What follows belongs to an exercise in optimizing a design on an open flow for a short achievable clock period and few clock cycles per item; a production flow would make more cautious choices.
Function was checked by simulation only, so behaviour that the tests miss may differ from the original.
No activity file was given, so power comes from the tool's default toggle rates.

==> design/flow/design.v <==
`default_nettype none
module pipe3_fwd_core #(
    parameter int DW   = 32,
    parameter int NREG = 32
) (
    input  logic          clk,
    input  logic          rst,
    input  logic [31:0]   InstrIn,
    input  logic          in_valid,
    input  logic          stall,
    output logic          in_ready,
    output logic [DW-1:0] Out,
    output logic          out_valid,
    output logic [15:0]   retire_cnt
);
    localparam int c_QD = 4;
    logic            r_iValid;
    logic [31:0]     r_iIns;
    logic            r_eValid;
    logic            r_eWe;
    logic [4:0]      r_eWd;
    logic [7:0]      r_eOp;       
    logic            r_eFwdA;     
    logic            r_eFwdB;     
    logic [DW-1:0]   r_eA;
    logic [DW-1:0]   r_eB;
    logic            r_rValid;
    logic            r_rWe;
    logic [4:0]      r_rWd;
    logic [DW-1:0]   r_res;
    logic [DW-1:0]   r_qVal [c_QD];
    logic [c_QD-1:0] r_qV;
    logic [c_QD-1:0] r_qWe;
    logic [15:0]     r_retireCnt;
    logic [DW-1:0]   r_regs [1:NREG-1];
    logic [2:0]      w_op;
    logic            w_ds, w_we;
    logic [4:0]      w_wd, w_rs1, w_rs2;
    logic [DW-1:0]   w_imm, w_rdA, w_rdB, w_dA, w_dB;
    logic            w_fwdEA, w_fwdEB, w_fwdRA, w_fwdRB;
    assign w_op  = r_iIns[31:29];
    assign w_ds  = r_iIns[28];
    assign w_we  = r_iIns[27];
    assign w_wd  = r_iIns[25:21];
    assign w_rs1 = r_iIns[20:16];
    assign w_rs2 = r_iIns[15:11];
    assign w_imm = DW'($signed(r_iIns[15:0]));
    always_comb begin
        w_rdA = '0;
        w_rdB = '0;
        for (int i = 1; i < NREG; i++) begin
            if (w_rs1 == 5'(i)) w_rdA = r_regs[i];
            if (w_rs2 == 5'(i)) w_rdB = r_regs[i];
        end
    end
    assign w_fwdEA = (w_rs1 != 5'd0) && r_eValid && r_eWe && (r_eWd == w_rs1);
    assign w_fwdEB = !w_ds && (w_rs2 != 5'd0) && r_eValid && r_eWe && (r_eWd == w_rs2);
    assign w_fwdRA = (w_rs1 != 5'd0) && r_rValid && r_rWe && (r_rWd == w_rs1);
    assign w_fwdRB = (w_rs2 != 5'd0) && r_rValid && r_rWe && (r_rWd == w_rs2);
    assign w_dA = w_fwdRA ? r_res : w_rdA;
    assign w_dB = w_ds ? w_imm : (w_fwdRB ? r_res : w_rdB);
    logic [DW-1:0]   w_a, w_b, w_alu;
    assign w_a = r_eFwdA ? r_res : r_eA;
    assign w_b = r_eFwdB ? r_res : r_eB;
    always_comb begin
        w_alu = '0;
        if (r_eOp[0]) w_alu = w_alu | (w_a + w_b);
        if (r_eOp[1]) w_alu = w_alu | (w_a - w_b);
        if (r_eOp[2]) w_alu = w_alu | (w_a & w_b);
        if (r_eOp[3]) w_alu = w_alu | (w_a | w_b);
        if (r_eOp[4]) w_alu = w_alu | (w_a ^ w_b);
        if (r_eOp[5]) w_alu = w_alu | (w_a << w_b[4:0]);
        if (r_eOp[6]) w_alu = w_alu | (w_a >> w_b[4:0]);
        if (r_eOp[7]) w_alu = w_alu | w_b;
    end
    logic            w_deliver;
    logic [DW-1:0]   w_sVal [c_QD];
    logic [c_QD-1:0] w_sV, w_sWe, w_nV, w_nWe;
    logic [DW-1:0]   w_nVal [c_QD];
    assign w_deliver = r_qV[0] && !stall;
    always_comb begin
        for (int k = 0; k < c_QD; k++) begin
            if (w_deliver) begin
                w_sVal[k] = (k + 1 < c_QD) ? r_qVal[(k + 1) % c_QD] : r_qVal[k];
                w_sV[k]   = (k + 1 < c_QD) ? r_qV[(k + 1) % c_QD] : 1'b0;
                w_sWe[k]  = (k + 1 < c_QD) ? r_qWe[(k + 1) % c_QD] : 1'b0;
            end else begin
                w_sVal[k] = r_qVal[k];
                w_sV[k]   = r_qV[k];
                w_sWe[k]  = r_qWe[k];
            end
        end
        for (int k = 0; k < c_QD; k++) begin
            w_nVal[k] = w_sVal[k];
            w_nV[k]   = w_sV[k];
            w_nWe[k]  = w_sWe[k];
            if (r_rValid && !w_sV[k] && (k == 0 || w_sV[(k + c_QD - 1) % c_QD])) begin
                w_nVal[k] = r_res;
                w_nV[k]   = 1'b1;
                w_nWe[k]  = r_rWe;
            end
        end
    end
    always_ff @(posedge clk or negedge rst) begin
        if (!rst) begin
            r_iValid    <= 1'b0;
            r_eValid    <= 1'b0;
            r_eWe       <= 1'b0;
            r_eWd       <= '0;
            r_eFwdA     <= 1'b0;
            r_eFwdB     <= 1'b0;
            r_rValid    <= 1'b0;
            r_rWe       <= 1'b0;
            r_rWd       <= '0;
            r_qV        <= '0;
            r_qWe       <= '0;
            r_retireCnt <= '0;
        end else begin
            r_iValid    <= in_valid && !stall;
            r_eValid    <= r_iValid;
            r_eWe       <= w_we;
            r_eWd       <= w_wd;
            r_eFwdA     <= w_fwdEA;
            r_eFwdB     <= w_fwdEB;
            r_rValid    <= r_eValid;
            r_rWe       <= r_eWe;
            r_rWd       <= r_eWd;
            r_qV        <= w_nV;
            r_qWe       <= w_nWe;
            if (w_deliver && r_qWe[0])
                r_retireCnt <= r_retireCnt + 16'd1;
        end
    end
    always_ff @(posedge clk) begin
        r_iIns <= InstrIn;
        r_eOp  <= 8'(1) << w_op;
        r_eA   <= w_dA;
        r_eB   <= w_dB;
        r_res  <= w_alu;
        for (int k = 0; k < c_QD; k++)
            r_qVal[k] <= w_nVal[k];
    end
    always_ff @(posedge clk or negedge rst) begin
        if (!rst) begin
            for (int i = 1; i < NREG; i++)
                r_regs[i] <= '0;
        end else if (r_rValid && r_rWe) begin
            for (int i = 1; i < NREG; i++)
                if (r_rWd == 5'(i))
                    r_regs[i] <= r_res;
        end
    end
    assign in_ready   = 1'b1;
    assign Out        = r_qVal[0];
    assign out_valid  = r_qV[0];
    assign retire_cnt = r_retireCnt;
endmodule
`default_nettype wire
==> design/flow/run.sh <==
#!/bin/bash
# synth_recipe.tcl (not shown) runs the flow's synth.tcl, then flattens the netlist and writes it again
# the make line also repeats each setting of config.mk as NAME=value (left out here)
make -C /OpenROAD-flow-scripts/flow DESIGN_CONFIG=/design/flow/config.mk WORK_HOME=/design/flow/orfs CLKGATE_MAP_FILE= SYNTH_SCRIPT=/design/flow/synth_recipe.tcl finish
==> design/flow/config.mk <==
export PLATFORM = sky130hd
export DESIGN_NAME = pipe3_fwd_core
export DESIGN_NICKNAME = pipe3_fwd_core
export VERILOG_FILES = /design/flow/design.v
export SDC_FILE = /design/flow/constraint.sdc
export NUM_CORES = 4
export LEC_CHECK = 0
export ABC_CLOCK_PERIOD_IN_PS = 1800
export CAP_MARGIN = 20
export CORE_MARGIN = 2
export CORE_UTILIZATION = 40
export SETUP_SLACK_MARGIN = 2.8
export SLEW_MARGIN = 20
==> design/flow/constraint.sdc <==
create_clock -name core_clock -period 5.0 [get_ports {clk}]
set_input_delay 1.0000 -clock core_clock [delete_from_list [all_inputs] [get_ports {clk}]]
set_output_delay 1.0000 -clock core_clock [all_outputs]
set_load 0.01 [all_outputs]
==> results of run 1 <==
==> cell usage after synthesis (all sizes together), types with 18 or more instances <==
cell / n
clkbuf: 423
xor2: 18
mux2: 1191
xnor2: 47
inv: 107
ha: 97
a31oi: 62
dfrtp: 1033
nand2: 344
a22oi: 208
a221o: 29
nand3: 117
o22a: 29
a2111oi: 23
and3: 38
nor2: 449
nor2b: 31
a21oi: 408
edfxtp: 128
nand2b: 30
a222oi: 32
o21ai: 357
nand4: 19
mux2i: 225
buf: 197
o22ai: 186
or3: 23
o221ai: 75
dfxtp: 135
a211oi: 65
o211ai: 46
o31ai: 29
nor3: 125
o21a: 20
a221oi: 112
a22o: 35
==> kinds of logic after synthesis <==
logic type	after synthesis	synth area share
xor+xnor	65	0.00794
fa+ha+maj	99	0.0175
buf+inv	730	0.0418
simple gates	1267	0.0815
flops	1296	0.452
other cells	1	0.0000523
mux	1427	0.222
compound gates	1884	0.177
==> final cells by class <==
type / count / area (um2) / share of cell area
timing repair buffer: 1144 / 11900 / 0.124
clock buffer: 226 / 4330 / 0.0451
sequential: 1296 / 32500 / 0.339
tap: 2355 / 2950 / 0.0307
multi-input combinational: 4761 / 43300 / 0.451
antenna: 14 / 35.0 / 0.000365
clock inverter: 42 / 515 / 0.00537
inverter: 110 / 445 / 0.00464
==> metrics by stage <==
stage                     hold slack, ns  setup WS (ns)   util
after global placement             0.318          0.600  0.431
after floorplan                    0.316           1.46      -
final                              0.146           1.18  0.538
after CTS                          0.125           1.19  0.514
after detailed placement           0.320          0.608  0.431
after global routing               0.149           1.11  0.538
==> worst paths after layout <==
check / startpoint / to / slack [ns] / cells past startpoint
max: r_eFwdA / r_res[24] / 1.18 / 14
min: rst / r_regs[1][4] / 0.15 / 1
max reg2reg: r_eFwdA / r_res[24] / 1.18 / 14
min reg2reg: r_iIns[23] / r_eWd[2] / 0.33 / 0
max in group asynchronous: rst / r_eFwdA / 3.34 / 2
min in group core_clock: r_iIns[23] / r_eWd[2] / 0.33 / 0
==> sequential cells by signal, indices dropped and copies added (netlist names), 4 cells and up <==
| name | flops |
|---|---|
| r_rWd | 5 |
| r_qVal | 128 |
| r_eA | 32 |
| r_eOp | 8 |
| r_res | 32 |
| r_qV | 4 |
| r_regs | 992 |
| r_eB | 32 |
| r_retireCnt | 16 |
| r_iIns | 31 |
| r_eWd | 5 |
| r_qWe | 4 |
==> routing by layer <==
| layer | vias up | GRT usage |
|---|---|---|
| li1 | 26900 | - |
| met2 | 5701 | 0.535 |
| met5 | - | 0 |
| met4 | 25 | 0.262 |
| met1 | 34000 | 0.459 |
| met3 | 1787 | 0.126 |
==> power groups by stage <==
stage	logic, mW	registers [mW]	clock network, mW
2_1_floorplan	4.16	12.7	0
5_1_grt	8.66	13.5	11.5
3_5_place_dp	6.44	13.5	0
3_3_place_gp	6.35	13.4	0
6_report	8.39	13.4	11.1
4_1_cts	7.52	13.3	11.1
==> timing repair <==
item,in CTS,in global routing
resized for setup,1425,489
pin swaps,382,341
buffers inserted,462,231
hold buffers,0,0
setup endpoints to repair,1286,1037
gates cloned,32,8
==> critical path: cells and delay by family, from the launching register on <==
family          cells  cell delay [ns]
flops               1             0.57
simple gates        3             0.47
mux                 1             0.19
compound gates      6             1.61
fa+ha+maj           2             0.55
buf+inv             2             0.28
==> impl_metrics.py, run 1 <==
metrics = {
    "outcome": {
        "outcome": "complete, no violations",
    },
    "floorplan": {
        "height_of_the_die_um": 427,
        "top_level_port_count": 86,
        "die_w_um": 427,
        "core-area_um2": 178000,
        "initial_utilization": 0.402,
        "num_rows": 155,
        "design.die.area_um2": 183000,
    },
    "synthesis": {
        "syn-cell-area_um2": 71700,
        "synth_flop_cell": "sky130_fd_sc_hd__dfrtp_1",
        "synth-async-reset-ratio": 0.797,
        "post_synth_inst_count": 6769,
        "post_synthesis_average_cell_area_um2": 10.6,
        "synth_top_cells_by_area": "sky130_fd_sc_hd__dfrtp_1, sky130_fd_sc_hd__mux2_2, sky130_fd_sc_hd__edfxtp_1, sky130_fd_sc_hd__dfxtp_1, sky130_fd_sc_hd__mux2i_1",
        "synth_nets": 6904,
        "synthesis.yosys.warnings": 5,
        "synth_seq_cells": 1296,
        "synth.distinct_cells": 108,
        "ys_seq_area_frac": 0.452,
        "number_of_enable_type_register_cells_in_the_synthesized_netlist": 128,
        "yosysTopAreaCell": "sky130_fd_sc_hd__dfrtp_1",
        "synth.top_cell.area_share": 0.361,
    },
    "drt": {
        "wl_per_cell_um": 35.6,
        "postRouteWirelength_um": 354000,
        "met2RoutedLength_um": 147000,
        "postRouteAntennaNets": 0,
        "pre_repair_dr_iteration_count": 9,
        "detail_route.wirelength.met1_um": 127000,
        "highest_layer": "met5",
        "route.vias.total": 68400,
        "route.met3.wl_um": 47800,
        "detail_route.drc_violations": 0,
        "avgViaCountPerCell": 6.88,
        "detail_route.iter0.violations": 11800,
    },
    "place": {
        "count_of_placed_standard_cells_including_taps": 8933,
        "number_of_buffers_added_on_ports": 83,
        "post_dp_cell_area_um2": 76800,
        "detailed_place_hpwl_um": 220000,
        "gpl.final_weighted_congestion": 0.985,
    },
    "worst_setup_path": {
        "criticalPathCategory": "reg2reg",
        "crit_required_ns": 5.66,
        "data_arrival_critical_path_ns": 4.48,
        "critical_path.max_fanout": 7,
        "critical_path.max_stage_delay_ns": 0.57,
        "start_kind": "register",
        "critPathSlowestCell": "sky130_fd_sc_hd__dfrtp_4",
        "timing.critical_path.cells": "buf_12, buf_6, mux2i_4, ha_4, fa_2, or2_4, a221oi_4, o21ai_4, a211o_1, nand3_2, nand2_2, o31a_1, a221oi_2, o21ai_1",
        "worst_setup_path_end_kind": "register",
    },
    "finish": {
        "share_of_post_route_cells_with_drive_strength_above_1": 0.468,
        "finish.cell_count_without_fillers": 9948,
        "n_fill_cell": 14900,
        "final_common_cell": "sky130_fd_sc_hd__mux2_2",
        "nets": 7595,
        "layout.cells.most_common_list": "sky130_fd_sc_hd__mux2_2, sky130_fd_sc_hd__dfrtp_1, sky130_fd_sc_hd__buf_4, sky130_fd_sc_hd__nor2_1, sky130_fd_sc_hd__a21oi_1",
        "finish.instance_area_um2": 95900,
        "area_growth_syn_to_layout_pct": 33.8,
    },
    "clock_network": {
        "clk_latency_ns": 0.84,
        "cts_made_buffers": 147,
        "cts_tree": "done",
        "htreeDepth": 4,
        "cts.root.buffer_cell": "sky130_fd_sc_hd__clkbuf_16",
        "clock-sinks": 1296,
        "cts_buffer_depth": 3,
        "clk_transition_reported_paths_ns": 0.06,
    },
    "sta": {
        "period_share": 0.764,
        "fin_crit_ns": 3.82,
        "worst_pin_slew_ns": 1.05,
        "grt_setup_unrepaired": "yes",
        "final-max-slew-violation-count": 0,
        "timing.slew.headroom": 0.298,
        "finClkSkew_ns": 0.0471,
        "hold_viol": 0,
        "max_freq_ghz": 0.262,
        "timing.setup.tns_ns": 0,
        "finalSetupViolCount": 0,
    },
    "global_route": {
        "antenna_found_initial": 28,
        "grt_first_pass_wirelength_um": 488000,
        "first_global_vias": 64600,
        "grt_max_degree": 167,
        "track_usage": 0.370,
        "overflow": 0,
    },
    "power": {
        "power_mw": 32.9,
        "switching_power_mw": 11.3,
        "power_frac_clock": 0.337,
        "p_comb_frac": 0.255,
        "cellLeakagePower_nw": 41.7,
        "power_per_cell_area_nw_per_um2": 343,
        "internal_portion_of_total_power_mw": 21.6,
        "ir_drop_uv": 368,
        "sw_frac_of_total": 0.344,
        "sequential_power_share": 0.408,
    },
    "job": {
        "max_cap_check_violation_count": 0,
    },
    "min_path": {
        "hold_path_class": "in2async",
    },
}
Testbench counts, summed over its fixed seeds: cycles 32,032, instrs 32,000.
==> run 2: changes to the inputs <==
--- a/design/flow/design.v
+++ b/design/flow/design.v
@@ -22,4 +22,2 @@
     logic [7:0]      r_eOp;       
-    logic            r_eFwdA;     
-    logic            r_eFwdB;     
     logic [DW-1:0]   r_eA;
@@ -62,4 +60,4 @@
     logic [DW-1:0]   w_a, w_b, w_alu;
-    assign w_a = r_eFwdA ? r_res : r_eA;
-    assign w_b = r_eFwdB ? r_res : r_eB;
+    assign w_a = r_eA;
+    assign w_b = r_eB;
     always_comb begin
@@ -109,4 +107,2 @@
             r_eWd       <= '0;
-            r_eFwdA     <= 1'b0;
-            r_eFwdB     <= 1'b0;
             r_rValid    <= 1'b0;
@@ -122,4 +118,2 @@
             r_eWd       <= w_wd;
-            r_eFwdA     <= w_fwdEA;
-            r_eFwdB     <= w_fwdEB;
             r_rValid    <= r_eValid;
@@ -136,4 +130,4 @@
         r_eOp  <= 8'(1) << w_op;
-        r_eA   <= w_dA;
-        r_eB   <= w_dB;
+        r_eA   <= w_fwdEA ? w_alu : w_dA;
+        r_eB   <= w_fwdEB ? w_alu : w_dB;
         r_res  <= w_alu;
--- a/design/flow/config.mk
+++ b/design/flow/config.mk
@@ -10,3 +10,3 @@
 export CORE_MARGIN = 2
-export CORE_UTILIZATION = 40
+export CORE_UTILIZATION = 55
 export SETUP_SLACK_MARGIN = 2.8
==> impl_metrics.py, run 2 <==
metrics = {
    "synthesis": {
        "synth_top_cells_by_area": "sky130_fd_sc_hd__dfrtp_1, sky130_fd_sc_hd__mux2_2, sky130_fd_sc_hd__edfxtp_1, sky130_fd_sc_hd__dfxtp_1, sky130_fd_sc_hd__o21ai_0",
        "synth.distinct_cells": 101,
        "synth_seq_cells": 1294,
        "post_synthesis_average_cell_area_um2": 10.7,
        "synth_flop_cell": "sky130_fd_sc_hd__dfrtp_1",
        "post_synth_inst_count": 6660,
        "yosysTopAreaCell": "sky130_fd_sc_hd__dfrtp_1",
        "synthesis.yosys.warnings": 5,
        "synth.cells.most_frequent": "sky130_fd_sc_hd__mux2_2, sky130_fd_sc_hd__dfrtp_1, sky130_fd_sc_hd__clkbuf_1",
        "ys_seq_area_frac": 0.453,
        "synth-async-reset-ratio": 0.797,
        "number_of_enable_type_register_cells_in_the_synthesized_netlist": 128,
        "synth_most_common_cell": "sky130_fd_sc_hd__mux2_2",
        "syn-cell-area_um2": 71400,
        "synth.top_cell.area_share": 0.361,
        "synth_nets": 6795,
    },
    "finish": {
        "largest_register_ffs": 992,
        "largestRegisters": "r_regs x992, r_qVal x128",
        "registers.top_by_ff_count": "r_regs",
        "final_common_cell": "sky130_fd_sc_hd__mux2_2",
        "finish.cell_count_without_fillers": 9132,
        "nets": 7401,
        "layout.cells.most_common_list": "sky130_fd_sc_hd__mux2_2, sky130_fd_sc_hd__dfrtp_1, sky130_fd_sc_hd__buf_4, sky130_fd_sc_hd__nand2_1, sky130_fd_sc_hd__nor2_1",
        "area_growth_syn_to_layout_pct": 29.6,
        "share_of_post_route_cells_with_drive_strength_above_1": 0.454,
    },
    "sta": {
        "worst_pin_slew_ns": 1.34,
        "fin_worst_hold_slack_ns": 0.173,
        "timing.setup.tns_ns": 0,
        "hold_viol": 0,
        "finalSetupViolCount": 0,
        "max_freq_ghz": 0.288,
        "grt_setup_unrepaired": "yes",
        "final-max-slew-violation-count": 0,
        "fin_crit_ns": 3.47,
        "period_share": 0.693,
        "timing.slew.headroom": 0.108,
        "finClkSkew_ns": 0.0571,
    },
    "clock_network": {
        "post_cts_hold_buffer_count": 0,
        "clk_latency_ns": 0.81,
        "htreeDepth": 4,
        "cts_buffer_depth": 3,
        "clock-sinks": 1294,
        "cts_tree": "done",
        "clk_transition_reported_paths_ns": 0.06,
        "cts_made_buffers": 144,
        "cts.root.buffer_cell": "sky130_fd_sc_hd__clkbuf_16",
    },
    "power": {
        "power_frac_clock": 0.337,
        "cellLeakagePower_nw": 40.6,
        "sequential_power_share": 0.411,
        "sw_frac_of_total": 0.340,
        "internal_portion_of_total_power_mw": 21.7,
        "switching_power_mw": 11.1,
        "p_comb_frac": 0.252,
        "power_per_cell_area_nw_per_um2": 354,
        "ir_drop_uv": 342,
    },
    "worst_setup_path": {
        "rr_endpoint": "r_eB[9]",
        "r2r_slack_ns": 1.53,
        "timing.critical_path.cells": "buf_6, nor3b_4, buf_6, buf_4, nand2_1, o22ai_1, a21oi_1, a21oi_4, a21oi_2, o22a_1, o21ai_4, a221oi_2",
        "criticalPathCategory": "reg2reg",
        "critical_path.max_fanout": 8,
        "r2r_start": "r_iIns[13]",
        "critPathSlowestCell": "sky130_fd_sc_hd__a21oi_1",
        "worst_setup_path_end_kind": "register",
        "timing.reg2reg.worst_path_depth": 12,
        "critical_path.max_stage_delay_ns": 0.80,
        "crit_path_frequent_cell": "sky130_fd_sc_hd__buf_6",
        "start_kind": "register",
        "crit_required_ns": 5.69,
        "data_arrival_critical_path_ns": 4.16,
    },
    "global_route": {
        "antenna_found_initial": 15,
        "track_usage": 0.519,
        "grt_max_degree": 148,
        "first_global_vias": 65200,
        "grt_first_pass_wirelength_um": 490000,
        "overflow": 0,
    },
    "outcome": {
        "outcome": "complete, no violations",
    },
    "floorplan": {
        "top_level_port_count": 86,
        "core-area_um2": 129000,
        "height_of_the_die_um": 364,
        "initial_utilization": 0.553,
        "design.die.area_um2": 133000,
        "num_rows": 132,
        "die_w_um": 364,
    },
    "job": {
        "max_cap_check_violation_count": 0,
    },
    "drt": {
        "route.vias.total": 68700,
        "detail_route.iter0.violations": 11400,
        "pre_repair_dr_iteration_count": 12,
        "avgViaCountPerCell": 7.53,
        "detail_route.drc_violations": 0,
        "postRouteWirelength_um": 354000,
        "postRouteAntennaNets": 0,
        "wl_per_cell_um": 38.8,
    },
    "place": {
        "count_of_placed_standard_cells_including_taps": 8310,
        "gpl.final_weighted_congestion": 1.04,
        "number_of_buffers_added_on_ports": 83,
        "detailed_place_hpwl_um": 226000,
    },
    "min_path": {
        "hold_path_class": "in2async",
    },
}
==> run 2: cell count changes in the layout (fill, tap and decap cells not counted), sizes merged, moves of 22 or more <==
| cell | change |
|---|---|
| mux2i | -88 |
| buf | -81 |
| a21oi | -76 |
| nor2 | -60 |
| mux4 | +54 |
| o22ai | +46 |
| mux2 | -42 |
| nor3 | -32 |
| o21ai | +29 |
| a222oi | +27 |
| nand2 | +23 |
| nand4 | +23 |
| inv | +22 |
==> run 2: power groups by stage <==
stage          Clock (mW)  Combinational [mW]  Sequential [mW]
2_1_floorplan           0                4.07             12.7
3_3_place_gp            0                6.05             13.5
3_5_place_dp            0                6.13             13.5
4_1_cts              11.0                7.53             13.3
5_1_grt              11.5                8.51             13.5
6_report             11.1                8.26             13.5
==> run 2: worst max-delay path: cells and delay by family (launching register included) <==
kind | cells | cell delay, ns
flops | 1 | 0.41
buf+inv | 3 | 0.43
simple gates | 2 | 0.38
compound gates | 7 | 2.14
==> run 2: timing repair <==
| item | 4_1_cts | 5_1_grt |
|---|---|---|
| gates cloned | 21 | 5 |
| resized for setup | 1350 | 372 |
| pin swaps | 288 | 238 |
| buffers inserted | 414 | 112 |
| setup endpoints to repair | 1189 | 621 |
==> run 2: worst max-delay path by stage <==
stage	start	cells past startpoint	to	slack (ns)
3_5_place_dp	r_iIns[18]	9	r_eA[27]	0.82
5_1_grt	r_iIns[14]	11	r_eB[26]	1.70
6_report	r_iIns[13]	12	r_eB[9]	1.53
4_1_cts	r_iIns[15]	13	r_eB[27]	1.90
3_3_place_gp	r_iIns[18]	9	r_eA[27]	0.89
2_1_floorplan	r_eB[2]	15	r_eB[28]	1.97
==> run 2: cell families (layout without fill, tap and decap cells) <==
kind of cell	count (synthesis)	count (layout)	share of synthesized area
mux	1351	1351	0.221
other cells	1	13	0.0000525
flops	1294	1294	0.453
simple gates	1227	1231	0.0792
fa+ha+maj	99	99	0.0175
buf+inv	734	1448	0.0411
xor+xnor	66	66	0.00809
compound gates	1888	1888	0.180
==> run 2: cell type report <==
type	instances	area [um2]
multi-input combinational	4636	41600
fill	9269	36600
sequential	1294	32500
timing repair buffer	1060	10800
clock buffer	226	4360
tap	1742	2180
inverter	129	546
clock inverter	32	504
antenna	12	30.0
timing repair inverter	1	8.76
==> run 2: stage by stage <==
stage                      util  cell area, um2  worst slack [ns]  power [mW]
after floorplan               -           72200              1.97        16.7
after global placement    0.590           76200             0.887        19.5
after detailed placement  0.590           76200             0.825        19.7
after CTS                 0.695           89700              1.90        31.9
after global routing      0.717           92600              1.70        33.5
final                     0.717           92600              1.53        32.8
==> run 2: routing by layer <==
metal  GRT usage  vias up  routed length [um]
met2       0.732     6246              143000
met4       0.421       14               37900
li1            -    26500                   -
met5           0        -                 174
met3       0.217     1996               52900
met1       0.620    34000              120000
Testbench counts of run 2, summed over its fixed seeds: cycles 32,032, instrs 32,000.

## re-timing with driven ports
The flow's constraints put no driver on any port. The routed layouts listed below were extracted and timed again, unchanged, in two steps. Step 1 (the two cells are an assumption about what drives the block):
set clk [get_ports {clk}]
set_driving_cell -lib_cell sky130_fd_sc_hd__clkbuf_16 $clk
set_driving_cell -lib_cell sky130_fd_sc_hd__buf_2 [delete_from_list [all_inputs] $clk]
Step 2 also shifts input and output timing later by t, the mid clock arrival at the registers, as if the neighbouring blocks saw the same clock. a / b / c = no drivers / after step 1 / after step 2; a / b = the first two.
run	t, ns	slack for setup (ns)	worst setup path after step 2	worst register clock-pin slew, ns
run 1	0.893	1.179 / 1.179 / 1.179	register to register	0.07 / 0.07
run 2	0.867	1.534 / 1.534 / 1.534	register to register	0.07 / 0.07
After both steps setup and hold are still met in every run listed.
